This is an optimization exercise on Yosys and OpenROAD, whose aim is small area and few clock cycles, not a production implementation.
Function was checked by simulation only, so behaviour that the tests miss may differ from the original.
Power and IR drop assume default switching activity.

### flow/run.sh
#!/bin/bash
# synth_recipe.tcl (not shown) runs the flow's synth.tcl, then flattens the netlist and writes it again
# the make line also repeats each setting of config.mk as NAME=value (left out here)
make -C /OpenROAD-flow-scripts/flow DESIGN_CONFIG=/design/flow/config.mk WORK_HOME=/design/flow/orfs CLKGATE_MAP_FILE= SYNTH_SCRIPT=/design/flow/synth_recipe.tcl finish
### flow/config.mk
export PLATFORM = sky130hd
export DESIGN_NAME = bracket_quote_value_checker_core
export DESIGN_NICKNAME = bracket_quote_value_checker_core
export VERILOG_FILES = /design/flow/design.v
export SDC_FILE = /design/flow/constraint.sdc
export NUM_CORES = 4
export LEC_CHECK = 0
export CAP_MARGIN = 20
export CORE_MARGIN = 2
export CORE_UTILIZATION = 40
export PLACE_DENSITY = 0.6
export SLEW_MARGIN = 20
### flow/constraint.sdc
create_clock -name core_clock -period 6.0 [get_ports {clock}]
set_input_delay 1.2000 -clock core_clock [delete_from_list [all_inputs] [get_ports {clock}]]
set_output_delay 1.2000 -clock core_clock [all_outputs]
set_load 0.01 [all_outputs]
### flow/design.v
package bqvc_pkg;
   localparam int STACK_DEPTH_DEFAULT = 16;
   localparam int POS_WIDTH_DEFAULT   = 16;
   localparam int QUEUE_DEPTH = 4;
   localparam logic [7:0] CH_TAB     = 8'h09;
   localparam logic [7:0] CH_LF      = 8'h0A;
   localparam logic [7:0] CH_VT      = 8'h0B;
   localparam logic [7:0] CH_FF      = 8'h0C;
   localparam logic [7:0] CH_CR      = 8'h0D;
   localparam logic [7:0] CH_SPACE   = 8'h20;
   localparam logic [7:0] CH_DQUOTE  = 8'h22;
   localparam logic [7:0] CH_SQUOTE  = 8'h27;
   localparam logic [7:0] CH_LPAREN  = 8'h28;
   localparam logic [7:0] CH_RPAREN  = 8'h29;
   localparam logic [7:0] CH_STAR    = 8'h2A;
   localparam logic [7:0] CH_SLASH   = 8'h2F;
   localparam logic [7:0] CH_SEMI    = 8'h3B;
   localparam logic [7:0] CH_LBRACK  = 8'h5B;
   localparam logic [7:0] CH_BSLASH  = 8'h5C;
   localparam logic [7:0] CH_RBRACK  = 8'h5D;
   localparam logic [7:0] CH_LBRACE  = 8'h7B;
   localparam logic [7:0] CH_RBRACE  = 8'h7D;
   typedef enum logic [3:0] {
      ERR_NONE      = 4'd0,
      ERR_UNM_PAREN = 4'd1,
      ERR_UNM_BRACK = 4'd2,
      ERR_UNM_BRACE = 4'd3,
      ERR_EXP_PAREN = 4'd4,
      ERR_EXP_BRACK = 4'd5,
      ERR_EXP_BRACE = 4'd6,
      ERR_OPEN_STR  = 4'd7,
      ERR_OPEN_CMT  = 4'd8,
      ERR_OVERFLOW  = 4'd9
   } err_type;
   typedef enum logic [1:0] {
      KIND_PAREN = 2'd0,
      KIND_BRACK = 2'd1,
      KIND_BRACE = 2'd2
   } kind_type;
   typedef enum logic [2:0] {
      QM_NONE   = 3'b001,
      QM_DOUBLE = 3'b010,
      QM_SINGLE = 3'b100
   } quote_type;
   typedef enum logic [6:0] {
      LA_NONE  = 7'b0000001,
      LA_SLASH = 7'b0000010,
      LA_LINE  = 7'b0000100,
      LA_BLOCK = 7'b0001000,
      LA_STAR  = 7'b0010000,
      LA_QUOTE = 7'b0100000,
      LA_ESC   = 7'b1000000
   } la_type;
   typedef struct packed {
      logic        has_byte;
      logic [7:0]  value_byte;
      logic        terminated;
      logic [3:0]  error_code;
      logic [15:0] error_pos;
      logic [15:0] error_len;
   } rec_type;
   typedef struct packed {
      logic    dual;
      rec_type first;
      rec_type second;
   } entry_type;
   typedef struct packed {
      logic stack_empty;
      logic in_string;
      logic pending;
   } front_stat_type;
   function automatic logic [1:0] char_kind(input logic [7:0] b);
      logic [1:0] k;
      case (b)
         bqvc_pkg::CH_LPAREN, bqvc_pkg::CH_RPAREN: k = bqvc_pkg::KIND_PAREN;
         bqvc_pkg::CH_LBRACK, bqvc_pkg::CH_RBRACK: k = bqvc_pkg::KIND_BRACK;
         default:              k = bqvc_pkg::KIND_BRACE;
      endcase
      char_kind = k;
   endfunction
   function automatic logic [3:0] unmatched_code(input logic [1:0] k);
      logic [3:0] e;
      case (k)
         bqvc_pkg::KIND_PAREN: e = bqvc_pkg::ERR_UNM_PAREN;
         bqvc_pkg::KIND_BRACK: e = bqvc_pkg::ERR_UNM_BRACK;
         default:    e = bqvc_pkg::ERR_UNM_BRACE;
      endcase
      unmatched_code = e;
   endfunction
   function automatic logic [3:0] expected_code(input logic [1:0] k);
      logic [3:0] e;
      case (k)
         bqvc_pkg::KIND_PAREN: e = bqvc_pkg::ERR_EXP_PAREN;
         bqvc_pkg::KIND_BRACK: e = bqvc_pkg::ERR_EXP_BRACK;
         default:    e = bqvc_pkg::ERR_EXP_BRACE;
      endcase
      expected_code = e;
   endfunction
endpackage
module bqvc_ram #(
   parameter int WIDTH = 18,
   parameter int DEPTH = 16,
   localparam int AW = $clog2(DEPTH)
) (
   input  logic             clock,
   input  logic             wr_en,
   input  logic [AW-1:0]    wr_addr,
   input  logic [WIDTH-1:0] wr_data,
   input  logic [AW-1:0]    rd_addr,
   output logic [WIDTH-1:0] rd_data
);
   logic [WIDTH-1:0] mem_ff [DEPTH];
   logic [WIDTH-1:0] rd_data_ff;
   always_ff @(posedge clock) begin
      if (wr_en) begin
         mem_ff[wr_addr] <= wr_data;
      end
      rd_data_ff <= mem_ff[rd_addr];
   end
   assign rd_data = rd_data_ff;
endmodule
module bqvc_front #(
   parameter int STACK_DEPTH = bqvc_pkg::STACK_DEPTH_DEFAULT,
   parameter int POS_WIDTH   = bqvc_pkg::POS_WIDTH_DEFAULT
) (
   input  logic           clock,
   input  logic           reset,
   input  logic           at_mode,
   input  logic           accept,
   input  logic [7:0]     text_byte,
   input  logic           end_of_text,
   output logic           push,
   output bqvc_pkg::entry_type      entry,
   output bqvc_pkg::front_stat_type stat
);
   localparam int PW = POS_WIDTH;
   localparam int DW = $clog2(STACK_DEPTH + 1);
   localparam int AW = $clog2(STACK_DEPTH);
   localparam int EW = 2 + PW;
   logic [DW-1:0] depth_ff, depth_in;
   bqvc_pkg::quote_type     quote_ff, quote_in;
   logic [PW-1:0] qstart_ff, qstart_in;
   bqvc_pkg::la_type        la_ff, la_in;
   logic [PW-1:0] off_ff, off_in;
   bqvc_pkg::kind_type      top_kind_ff, top_kind_in;
   logic [PW-1:0] top_pos_ff, top_pos_in;
   logic          fwd_ff, fwd_in;
   logic [EW-1:0] fwd_data_ff;
   logic          ram_we;
   logic [AW-1:0] ram_waddr, ram_raddr;
   logic [EW-1:0] ram_wdata, ram_rdata;
   logic [DW-1:0] depth_m1, depth_m2;
   logic [EW-1:0] below_data;
   bqvc_pkg::kind_type      below_kind;
   logic [PW-1:0] below_pos;
   logic          depth_zero, depth_full;
   logic [PW-1:0] off_inc;
   bqvc_pkg::quote_type     qm_eff;
   bqvc_pkg::kind_type      b_kind;
   logic          p_emit, p_clear, p_empty, p_push, p_pop;
   bqvc_pkg::rec_type       p_rec;
   bqvc_pkg::quote_type     p_quote;
   logic [PW-1:0] p_qstart;
   bqvc_pkg::la_type        p_la;
   logic [PW-1:0] p_off;
   logic          use_plain, do_push;
   logic          a_valid, b_valid;
   bqvc_pkg::rec_type       a_rec, b_rec;
   assign depth_zero = (depth_ff == '0);
   assign depth_full = (depth_ff >= DW'(STACK_DEPTH));
   assign off_inc    = off_ff + PW'(1);
   assign qm_eff     = (la_ff == bqvc_pkg::LA_QUOTE) ? bqvc_pkg::QM_NONE : quote_ff;
   assign b_kind     = bqvc_pkg::kind_type'(bqvc_pkg::char_kind(text_byte));
   assign below_data = fwd_ff ? fwd_data_ff : ram_rdata;
   assign below_kind = bqvc_pkg::kind_type'(below_data[EW-1 -: 2]);
   assign below_pos  = below_data[PW-1:0];
   always_comb begin
      p_emit   = 1'b1;
      p_clear  = 1'b0;
      p_empty  = 1'b0;
      p_push   = 1'b0;
      p_pop    = 1'b0;
      p_rec    = '0;
      p_quote  = qm_eff;
      p_qstart = qstart_ff;
      p_la     = bqvc_pkg::LA_NONE;
      p_off    = off_ff;
      if (qm_eff == bqvc_pkg::QM_NONE && depth_zero &&
          (((text_byte == bqvc_pkg::CH_SPACE || text_byte == bqvc_pkg::CH_TAB || text_byte == bqvc_pkg::CH_LF || text_byte == bqvc_pkg::CH_VT || text_byte == bqvc_pkg::CH_FF || text_byte == bqvc_pkg::CH_CR)) ||
           (text_byte == bqvc_pkg::CH_RBRACK && !at_mode))) begin
         p_clear = 1'b1;
         p_rec.terminated = 1'b1;
      end else if (qm_eff == bqvc_pkg::QM_NONE && text_byte == bqvc_pkg::CH_SLASH) begin
         p_emit = 1'b0;
         p_la   = bqvc_pkg::LA_SLASH;
         p_off  = off_inc;
      end else begin
         p_off = off_inc;
         p_rec.has_byte   = 1'b1;
         p_rec.value_byte = text_byte;
         case (qm_eff)
            bqvc_pkg::QM_SINGLE: begin
               if (text_byte == bqvc_pkg::CH_BSLASH) begin
                  p_la = bqvc_pkg::LA_ESC;
               end else if (text_byte == bqvc_pkg::CH_SQUOTE) begin
                  p_quote = bqvc_pkg::QM_NONE;
               end
            end
            bqvc_pkg::QM_DOUBLE: begin
               if (text_byte == bqvc_pkg::CH_DQUOTE) begin
                  p_la = bqvc_pkg::LA_QUOTE;
               end
            end
            default: begin
               if (text_byte == bqvc_pkg::CH_DQUOTE || text_byte == bqvc_pkg::CH_SQUOTE) begin
                  p_quote  = (text_byte == bqvc_pkg::CH_DQUOTE) ? bqvc_pkg::QM_DOUBLE : bqvc_pkg::QM_SINGLE;
                  p_qstart = off_ff;
               end else if ((text_byte == bqvc_pkg::CH_LPAREN || text_byte == bqvc_pkg::CH_LBRACK || text_byte == bqvc_pkg::CH_LBRACE)) begin
                  if (depth_full) begin
                     p_rec.error_code = bqvc_pkg::ERR_OVERFLOW;
                     p_rec.error_pos  = 16'(off_ff);
                     p_rec.error_len  = 16'd1;
                  end else begin
                     p_push = 1'b1;
                  end
               end else if ((text_byte == bqvc_pkg::CH_RPAREN || text_byte == bqvc_pkg::CH_RBRACK || text_byte == bqvc_pkg::CH_RBRACE)) begin
                  if (depth_zero) begin
                     p_rec.error_code = bqvc_pkg::unmatched_code(b_kind);
                     p_rec.error_pos  = 16'(off_ff);
                     p_rec.error_len  = 16'd1;
                  end else if (top_kind_ff == b_kind) begin
                     p_pop = 1'b1;
                  end else begin
                     p_rec.error_code = bqvc_pkg::expected_code(top_kind_ff);
                     p_rec.error_pos  = 16'(off_ff);
                     p_rec.error_len  = 16'd1;
                  end
               end else if (text_byte == bqvc_pkg::CH_SEMI && !depth_zero) begin
                  p_rec.error_code = bqvc_pkg::expected_code(top_kind_ff);
                  p_rec.error_pos  = 16'(off_ff);
                  p_rec.error_len  = 16'd1;
                  p_empty = 1'b1;
               end
            end
         endcase
      end
   end
   always_comb begin
      depth_in    = depth_ff;
      quote_in    = quote_ff;
      qstart_in   = qstart_ff;
      la_in       = la_ff;
      off_in      = off_ff;
      top_kind_in = top_kind_ff;
      top_pos_in  = top_pos_ff;
      use_plain   = 1'b0;
      do_push     = 1'b0;
      a_valid     = 1'b0;
      a_rec       = '0;
      b_valid     = 1'b0;
      b_rec       = '0;
      if (accept) begin
         if (end_of_text) begin
            if (la_ff == bqvc_pkg::LA_SLASH) begin
               a_valid = 1'b1;
               a_rec.has_byte   = 1'b1;
               a_rec.value_byte = bqvc_pkg::CH_SLASH;
            end else if (la_ff == bqvc_pkg::LA_BLOCK || la_ff == bqvc_pkg::LA_STAR) begin
               a_valid = 1'b1;
               a_rec.error_code = bqvc_pkg::ERR_OPEN_CMT;
               a_rec.error_pos  = 16'(off_ff - PW'(2));
               a_rec.error_len  = 16'd1;
            end
            if (qm_eff != bqvc_pkg::QM_NONE) begin
               b_valid = 1'b1;
               b_rec.error_code = bqvc_pkg::ERR_OPEN_STR;
               b_rec.error_pos  = 16'(qstart_ff);
               b_rec.error_len  = 16'(off_ff - qstart_ff);
            end else if (!depth_zero) begin
               b_valid = 1'b1;
               b_rec.error_code = bqvc_pkg::expected_code(top_kind_ff);
               b_rec.error_pos  = 16'(top_pos_ff);
               b_rec.error_len  = 16'(off_ff - top_pos_ff);
            end
            depth_in  = '0;
            quote_in  = bqvc_pkg::QM_NONE;
            qstart_in = '0;
            la_in     = bqvc_pkg::LA_NONE;
            off_in    = '0;
         end else begin
            case (la_ff)
               bqvc_pkg::LA_SLASH: begin
                  if (text_byte == bqvc_pkg::CH_SLASH || text_byte == bqvc_pkg::CH_STAR) begin
                     la_in  = (text_byte == bqvc_pkg::CH_SLASH) ? bqvc_pkg::LA_LINE : bqvc_pkg::LA_BLOCK;
                     off_in = off_inc;
                  end else begin
                     a_valid = 1'b1;
                     a_rec.has_byte   = 1'b1;
                     a_rec.value_byte = bqvc_pkg::CH_SLASH;
                     use_plain = 1'b1;
                  end
               end
               bqvc_pkg::LA_LINE: begin
                  if (text_byte == bqvc_pkg::CH_LF || text_byte == bqvc_pkg::CH_CR) begin
                     use_plain = 1'b1;
                  end else begin
                     off_in = off_inc;
                  end
               end
               bqvc_pkg::LA_BLOCK, bqvc_pkg::LA_STAR: begin
                  off_in = off_inc;
                  if (text_byte == bqvc_pkg::CH_STAR) begin
                     la_in = bqvc_pkg::LA_STAR;
                  end else if (la_ff == bqvc_pkg::LA_STAR && text_byte == bqvc_pkg::CH_SLASH) begin
                     la_in = bqvc_pkg::LA_NONE;
                  end else begin
                     la_in = bqvc_pkg::LA_BLOCK;
                  end
               end
               bqvc_pkg::LA_QUOTE: begin
                  if (text_byte == bqvc_pkg::CH_DQUOTE) begin
                     la_in  = bqvc_pkg::LA_NONE;
                     off_in = off_inc;
                     b_valid = 1'b1;
                     b_rec.has_byte   = 1'b1;
                     b_rec.value_byte = text_byte;
                  end else begin
                     use_plain = 1'b1;
                  end
               end
               bqvc_pkg::LA_ESC: begin
                  la_in  = bqvc_pkg::LA_NONE;
                  off_in = off_inc;
                  b_valid = 1'b1;
                  b_rec.has_byte   = 1'b1;
                  b_rec.value_byte = text_byte;
               end
               default: begin
                  use_plain = 1'b1;
               end
            endcase
         end
         if (use_plain) begin
            b_valid   = p_emit;
            b_rec     = p_rec;
            quote_in  = p_quote;
            qstart_in = p_qstart;
            la_in     = p_la;
            off_in    = p_off;
            if (p_clear) begin
               depth_in  = '0;
               quote_in  = bqvc_pkg::QM_NONE;
               qstart_in = '0;
               la_in     = bqvc_pkg::LA_NONE;
               off_in    = '0;
            end else if (p_empty) begin
               depth_in = '0;
            end else if (p_push) begin
               do_push     = 1'b1;
               depth_in    = depth_ff + DW'(1);
               top_kind_in = b_kind;
               top_pos_in  = off_ff;
            end else if (p_pop) begin
               depth_in    = depth_ff - DW'(1);
               top_kind_in = below_kind;
               top_pos_in  = below_pos;
            end
         end
      end
   end
   always_comb begin
      push         = a_valid || b_valid;
      entry.dual   = a_valid && b_valid;
      entry.first  = a_valid ? a_rec : b_rec;
      entry.second = b_rec;
   end
   assign depth_m1  = depth_ff - DW'(1);
   assign depth_m2  = depth_in - DW'(2);
   assign ram_we    = do_push && !depth_zero;
   assign ram_waddr = depth_m1[AW-1:0];
   assign ram_wdata = {top_kind_ff, top_pos_ff};
   assign ram_raddr = depth_m2[AW-1:0];
   assign fwd_in    = ram_we && (ram_waddr == ram_raddr);
   bqvc_ram #(
      .WIDTH (EW),
      .DEPTH (STACK_DEPTH)
   ) u_stack_ram (
      .clock   (clock),
      .wr_en   (ram_we),
      .wr_addr (ram_waddr),
      .wr_data (ram_wdata),
      .rd_addr (ram_raddr),
      .rd_data (ram_rdata)
   );
   always_ff @(posedge clock) begin
      if (reset) begin
         depth_ff  <= '0;
         quote_ff  <= bqvc_pkg::QM_NONE;
         qstart_ff <= '0;
         la_ff     <= bqvc_pkg::LA_NONE;
         off_ff    <= '0;
         fwd_ff    <= 1'b0;
      end else begin
         depth_ff  <= depth_in;
         quote_ff  <= quote_in;
         qstart_ff <= qstart_in;
         la_ff     <= la_in;
         off_ff    <= off_in;
         fwd_ff    <= fwd_in;
      end
   end
   always_ff @(posedge clock) begin
      top_kind_ff <= top_kind_in;
      top_pos_ff  <= top_pos_in;
      fwd_data_ff <= ram_wdata;
   end
   assign stat.stack_empty = depth_zero;
   assign stat.in_string   = (quote_ff != bqvc_pkg::QM_NONE);
   assign stat.pending     = (la_ff != bqvc_pkg::LA_NONE);
endmodule
module bqvc_queue #(
   parameter int DEPTH = bqvc_pkg::QUEUE_DEPTH
) (
   input  logic      clock,
   input  logic      reset,
   input  logic      push,
   input  bqvc_pkg::entry_type push_entry,
   input  logic      pop,
   output bqvc_pkg::entry_type head,
   output logic      full,
   output logic      empty
);
   localparam int PTRW = (DEPTH > 1) ? $clog2(DEPTH) : 1;
   localparam int CW   = $clog2(DEPTH + 1);
   logic [92:0] slot_ff [DEPTH];
   logic [PTRW-1:0] wr_ptr_ff, wr_ptr_in;
   logic [PTRW-1:0] rd_ptr_ff, rd_ptr_in;
   logic [CW-1:0]   count_ff, count_in;
   assign full  = (count_ff == CW'(DEPTH));
   assign empty = (count_ff == '0);
   assign head  = slot_ff[rd_ptr_ff];
   always_comb begin
      wr_ptr_in = wr_ptr_ff;
      rd_ptr_in = rd_ptr_ff;
      count_in  = count_ff;
      if (push) begin
         wr_ptr_in = (wr_ptr_ff == PTRW'(DEPTH - 1)) ? '0 : wr_ptr_ff + PTRW'(1);
      end
      if (pop) begin
         rd_ptr_in = (rd_ptr_ff == PTRW'(DEPTH - 1)) ? '0 : rd_ptr_ff + PTRW'(1);
      end
      if (push && !pop) begin
         count_in = count_ff + CW'(1);
      end else if (pop && !push) begin
         count_in = count_ff - CW'(1);
      end
   end
   always_ff @(posedge clock) begin
      if (reset) begin
         wr_ptr_ff <= '0;
         rd_ptr_ff <= '0;
         count_ff  <= '0;
      end else begin
         wr_ptr_ff <= wr_ptr_in;
         rd_ptr_ff <= rd_ptr_in;
         count_ff  <= count_in;
      end
   end
   always_ff @(posedge clock) begin
      if (push) begin
         slot_ff[wr_ptr_ff] <= push_entry;
      end
   end
endmodule
module bqvc_back (
   input  logic      clock,
   input  logic      reset,
   input  bqvc_pkg::entry_type head,
   input  logic      empty,
   input  logic      out_ready,
   output logic      out_valid,
   output bqvc_pkg::rec_type   out_rec,
   output logic      out_last,
   output logic      pop
);
   logic sel_ff, sel_in;
   logic beat;
   assign out_valid = !empty;
   assign out_rec   = sel_ff ? head.second : head.first;
   assign out_last  = sel_ff || !head.dual;
   assign beat      = out_valid && out_ready;
   assign pop       = beat && out_last;
   always_comb begin
      sel_in = sel_ff;
      if (beat) begin
         sel_in = !out_last;
      end
   end
   always_ff @(posedge clock) begin
      if (reset) begin
         sel_ff <= 1'b0;
      end else begin
         sel_ff <= sel_in;
      end
   end
endmodule
module bracket_quote_value_checker_core #(
   parameter int STACK_DEPTH = bqvc_pkg::STACK_DEPTH_DEFAULT,
   parameter int POS_WIDTH   = bqvc_pkg::POS_WIDTH_DEFAULT
) (
   input  logic        clock,
   input  logic        reset,
   input  logic        req_valid,
   output logic        req_ready,
   input  logic [7:0]  req_text_byte,
   input  logic        req_end_of_text,
   output logic        rsp_valid,
   input  logic        rsp_ready,
   output logic        rsp_has_byte,
   output logic [7:0]  rsp_value_byte,
   output logic        rsp_terminated,
   output logic [3:0]  rsp_error_code,
   output logic [15:0] rsp_error_pos,
   output logic [15:0] rsp_error_len,
   output logic        rsp_last_result,
   input  logic        csr_valid,
   output logic        csr_ready,
   input  logic        csr_at_mode
);
   logic           at_mode_ff, at_mode_in;
   logic           req_beat;
   logic           q_push, q_pop, q_full, q_empty;
   bqvc_pkg::entry_type      q_in, q_head;
   bqvc_pkg::front_stat_type front_stat;
   bqvc_pkg::rec_type        out_rec;
   logic           out_valid, out_last;
   assign csr_ready  = 1'b1;
   assign at_mode_in = (csr_valid && csr_ready) ? csr_at_mode : at_mode_ff;
   always_ff @(posedge clock) begin
      if (reset) begin
         at_mode_ff <= 1'b0;
      end else begin
         at_mode_ff <= at_mode_in;
      end
   end
   assign req_ready = !q_full;
   assign req_beat  = req_valid && req_ready;
   bqvc_front #(
      .STACK_DEPTH (STACK_DEPTH),
      .POS_WIDTH   (POS_WIDTH)
   ) u_front (
      .clock       (clock),
      .reset       (reset),
      .at_mode     (at_mode_ff),
      .accept      (req_beat),
      .text_byte   (req_text_byte),
      .end_of_text (req_end_of_text),
      .push        (q_push),
      .entry       (q_in),
      .stat        (front_stat)
   );
   bqvc_queue u_queue (
      .clock      (clock),
      .reset      (reset),
      .push       (q_push),
      .push_entry (q_in),
      .pop        (q_pop),
      .head       (q_head),
      .full       (q_full),
      .empty      (q_empty)
   );
   bqvc_back u_back (
      .clock     (clock),
      .reset     (reset),
      .head      (q_head),
      .empty     (q_empty),
      .out_ready (rsp_ready),
      .out_valid (out_valid),
      .out_rec   (out_rec),
      .out_last  (out_last),
      .pop       (q_pop)
   );
   assign rsp_valid       = out_valid;
   assign rsp_has_byte    = out_rec.has_byte;
   assign rsp_value_byte  = out_rec.value_byte;
   assign rsp_terminated  = out_rec.terminated;
   assign rsp_error_code  = out_rec.error_code;
   assign rsp_error_pos   = out_rec.error_pos;
   assign rsp_error_len   = out_rec.error_len;
   assign rsp_last_result = out_last;
endmodule
==> flow_metrics.py <==
metrics = {
    "floorplan": {
        "fp-row-count": 106,
        "die_w_um": 294,
        "die_area_sq_mm": 0.0867,
        "core_area_sq_mm": 0.0836,
        "die-height_um": 294,
        "num_io_pins": 65,
        "initial_utilization_pct": 40.4,
    },
    "global_route": {
        "busiest_layer": "met2",
        "gr-usage-met1_pct": 23.8,
        "grt_pass1_vias": 20000,
        "grt_start_max_net_pins": 110,
        "use_met3_pct": 2.44,
        "met2_usage_pct": 32.0,
        "overflow": 0,
        "grt_pass1_wl_mm": 121,
        "antenna_found_initial": 0,
        "track_usage_pct": 18.3,
    },
    "place": {
        "io_buffers": 63,
        "place_congestion": 0.883,
        "dp_hpwl_mm": 49.6,
        "place_inst": 3356,
    },
    "logic_synthesis": {
        "yosysTopAreaCell": "edfxtp_1",
        "netlist_area_sq_mm": 0.0337,
        "synth-seq-area-share_pct": 66.0,
        "yosys_warnings": 5,
        "ys_types": 89,
        "yosys-top-cells-count": "678 x edfxtp_1, 184 x nor2_1, 156 x nand2_1",
        "yosys-top-cells-area": "edfxtp_1 60%, mux4_2 8.6%, dfxtp_1 5.6%",
        "syn_inst": 2266,
        "synth_ff_type": "edfxtp_1",
        "synth_top_area_share_pct": 60.4,
        "syn_nets": 2329,
        "synthArstFlopShare_pct": 0,
        "ys_seq_elements": 773,
        "synth-edff-count": 678,
        "synth.most_common_cell": "edfxtp_1",
        "syn_area_per_cell_sq_um": 14.9,
    },
    "routing": {
        "firstDrtPassIters": 7,
        "drc_errors": 0,
        "vias": 19800,
        "vias_per_cell": 5.64,
        "first_iter_violations": 1700,
        "wl_mm": 79.3,
        "postRouteAntennaNets": 0,
        "wl_per_cell_um": 22.6,
    },
    "finish": {
        "nNetsFinal": 2424,
        "multi_input_area_sq_mm": 0.0108,
        "drive_gt1_share_pct": 19.8,
        "fillers": 7236,
        "fin_cells": 3512,
        "area_delta_synth_final_pct": 15.2,
        "ff_latch_area_sq_mm": 0.0223,
    },
    "critical_path": {
        "rrSetupSlack_ns": 1.44,
        "critPathArrivalTime_ns": 5.82,
        "path_class": "input pin to flop",
        "slowest_delay_ns": 0.78,
        "endpoint_kind": "flop",
        "timing.critical_path.buf_inv": 2,
        "startpoint_type": "input pin",
        "worst_path_dominant_cell_family": "compound AO/OA/AOI/OAI gates",
        "crit_path_max_fanout": 59,
        "cpMaxStageDelayCell": "or4b_1",
        "crit_chain": "clkdlybuf4s50_1 > or4b_1 > nor4_2 > o21ai_1 > a22o_1 > a32o_1 > mux2i_1 > a21oi_1 > o21ai_0 > nand2_1 > ha_4 > buf_12 > nor2_1 > mux2_1 > a211o_1 > a32oi_1",
        "r2r_start": "u_front.depth_ff[0]",
        "worstPathRequired_ns": 6.55,
        "r2r_cells": 16,
        "r2r_end": "u_front.u_stack_ram.rd_data_ff[7]",
    },
    "timing": {
        "max_clock_freq_ghz": 0.190,
        "fin_skew_ns": 0.0249,
        "hold_viol": 0,
        "worst_pin_slew_ns": 1.05,
        "setup_tns_ns": 0,
        "finalMaxSlewViolations": 0,
        "layout_min_cycle_time_ns": 5.27,
        "setup_viol": 0,
        "rsz0062_at_grt": "no",
        "slew_headroom_pct": 29.7,
        "post-route-period-util_pct": 87.9,
    },
    "pwr": {
        "powerDensity_mw_per_mm2": 332,
        "p_leak_uw": 0.0132,
        "ir_drop_mv": 0.216,
    },
    "clock_tree": {
        "cts-root-buf": "clkbuf_16",
        "htreeDepth": 3,
        "cts_resized": 0,
        "cts_inserted_buffers": 82,
        "clk_latency_ns": 0.64,
        "cts.sinks": 773,
        "cts_tree": "done",
        "post_cts_buffers": 0,
        "hold_buffers": 0,
        "clk_path_buf_depth": 3,
        "path_clk_slew_ns": 0.06,
    },
    "min_path": {
        "hold_path_class": "flop to flop",
        "holdCritStartpoint": "u_front.qstart_ff[7]",
        "hold_end": "u_front.qstart_ff[7]",
        "min_path_cells": 2,
    },
    "run": {
        "cap_violations": 0,
    },
    "outcome": {
        "outcome": "no timing/DRC/antenna violations",
    },
}
==> metrics by stage <==
step	util, %	total power, uW	cell area (sq um)	setup WS, ns	hold WS [ns]
final	46.5	12900	38900	0.727	0.472
after global routing	46.5	13300	38800	0.371	0.496
after CTS	46.5	13000	38800	0.814	0.473
after detailed placement	43.2	7890	36100	0.176	0.465
after global placement	43.2	7860	36100	0.292	0.453
after floorplan	-	7210	33700	0.574	0.445
==> state kept, by name, indices dropped and copies added (netlist names), 3 cells and up, named ones only <==
register	count
u_front.u_stack_ram.mem_ff	288
u_queue.slot_ff	372
u_front.quote_ff	3
u_front.depth_ff	5
u_queue.count_ff	3
u_front.qstart_ff	16
u_front.u_stack_ram.rd_data_ff	18
u_front.off_ff	16
u_front.fwd_data_ff	18
u_front.top_pos_ff	16
u_front.la_ff	7
==> metal layers <==
layer	share of wire (%)	vias up
met5	0	-
met4	2.0	0
met3	4.9	131
met2	50	564
met1	43	10100
li1	-	8966
==> power by group <==
part | internal [uW] | leakage, uW | switching, uW
Combinational | 838 | 0.00486 | 752
Clock | 3010 | 0.00135 | 2120
Sequential | 6010 | 0.00704 | 147
Total | 9860 | 0.0132 | 3020
==> area by class of cell <==
cell class	instances	area share [%]
Antenna cell	1	0.00644
Timing Repair Buffer	150	3.70
Multi-Input combinational cell	1301	27.8
Tap cell	1080	3.48
Clock buffer	100	5.51
Sequential cell	773	57.3
Clock inverter	54	1.63
Inverter	53	0.512
==> worst reg2reg max path: cells and delay by family (launching register included) <==
family	cells	cell delay, ns
simple gates	4	0.93
compound gates	6	1.61
flops	1	0.60
fa+ha+maj	2	0.53
mux	2	0.42
buf+inv	2	0.40
==> cells in the final DEF (no fill, tap or decap), types with 44 or more instances in the layout <==
master and count:
edfxtp_1 678, clkdlybuf4s50_1 62, nor3_1 47, nand3_1 47
dfxtp_1 91, mux4_2 129, a21oi_1 92, nor2_1 169
o21ai_0 57, buf_4 73, clkbuf_16 82, mux2i_1 61
mux2_2 69, nand2_1 156, inv_1 53, ha_1 44
==> kinds of logic (layout without fill, tap and decap cells) <==
kind of cell / Yosys count / count (layout) / synth area share [%]
compound gates: 354 / 354 / 7.29
xor+xnor: 48 / 48 / 1.25
fa+ha+maj: 48 / 48 / 1.85
buf+inv: 192 / 357 / 2.33
flops: 773 / 773 / 66.0
mux: 272 / 272 / 13.2
other cells: 1 / 2 / 0.0111
simple gates: 578 / 578 / 8.13
==> worst max-delay path by stage <==
stage                startpoint                                  to  cells after the start
2_1_floorplan  req_text_byte[0]  u_front.u_stack_ram.rd_data_ff[10]                     17
3_3_place_gp   req_text_byte[4]   u_front.u_stack_ram.rd_data_ff[7]                     16
3_5_place_dp   req_text_byte[4]   u_front.u_stack_ram.rd_data_ff[4]                     16
4_1_cts        req_text_byte[4]   u_front.u_stack_ram.rd_data_ff[4]                     16
5_1_grt        req_text_byte[4]   u_front.u_stack_ram.rd_data_ff[6]                     16
6_report       req_text_byte[4]   u_front.u_stack_ram.rd_data_ff[7]                     16
Testbench counts, summed over its fixed seeds: cycles 41,231.

[port drivers added, routing unchanged]
In the flow no input, the clock included, has a driving cell. The finished layout below was timed again as built, in two steps.
Step 1, drivers: a clkbuf_16 drives clock and a buf_2 each remaining input, both assumed.
Step 2 adds t to the input delays and takes it off the output delays; t is the mean of the earliest and latest rising clock arrival at the registers after step 1. Input paths then give back, and output paths get back, about the clock's delay inside the block.
Slacks: ideal / step 1 / step 2; pairs: ideal / step 1.
shift t [ns]: 0.689
slack for setup (ns): 0.727 / 0.761 / 0.072
worst setup path after step 2: input to register
latest minus earliest clock arrival (ns): 0.027 / 0.028
worst data-port slew with drivers (ns): 0.04
After both steps setup and hold are still met in this run. The setup slack of this run moves by +0.034 ns with the drivers and by -0.655 ns with both steps.
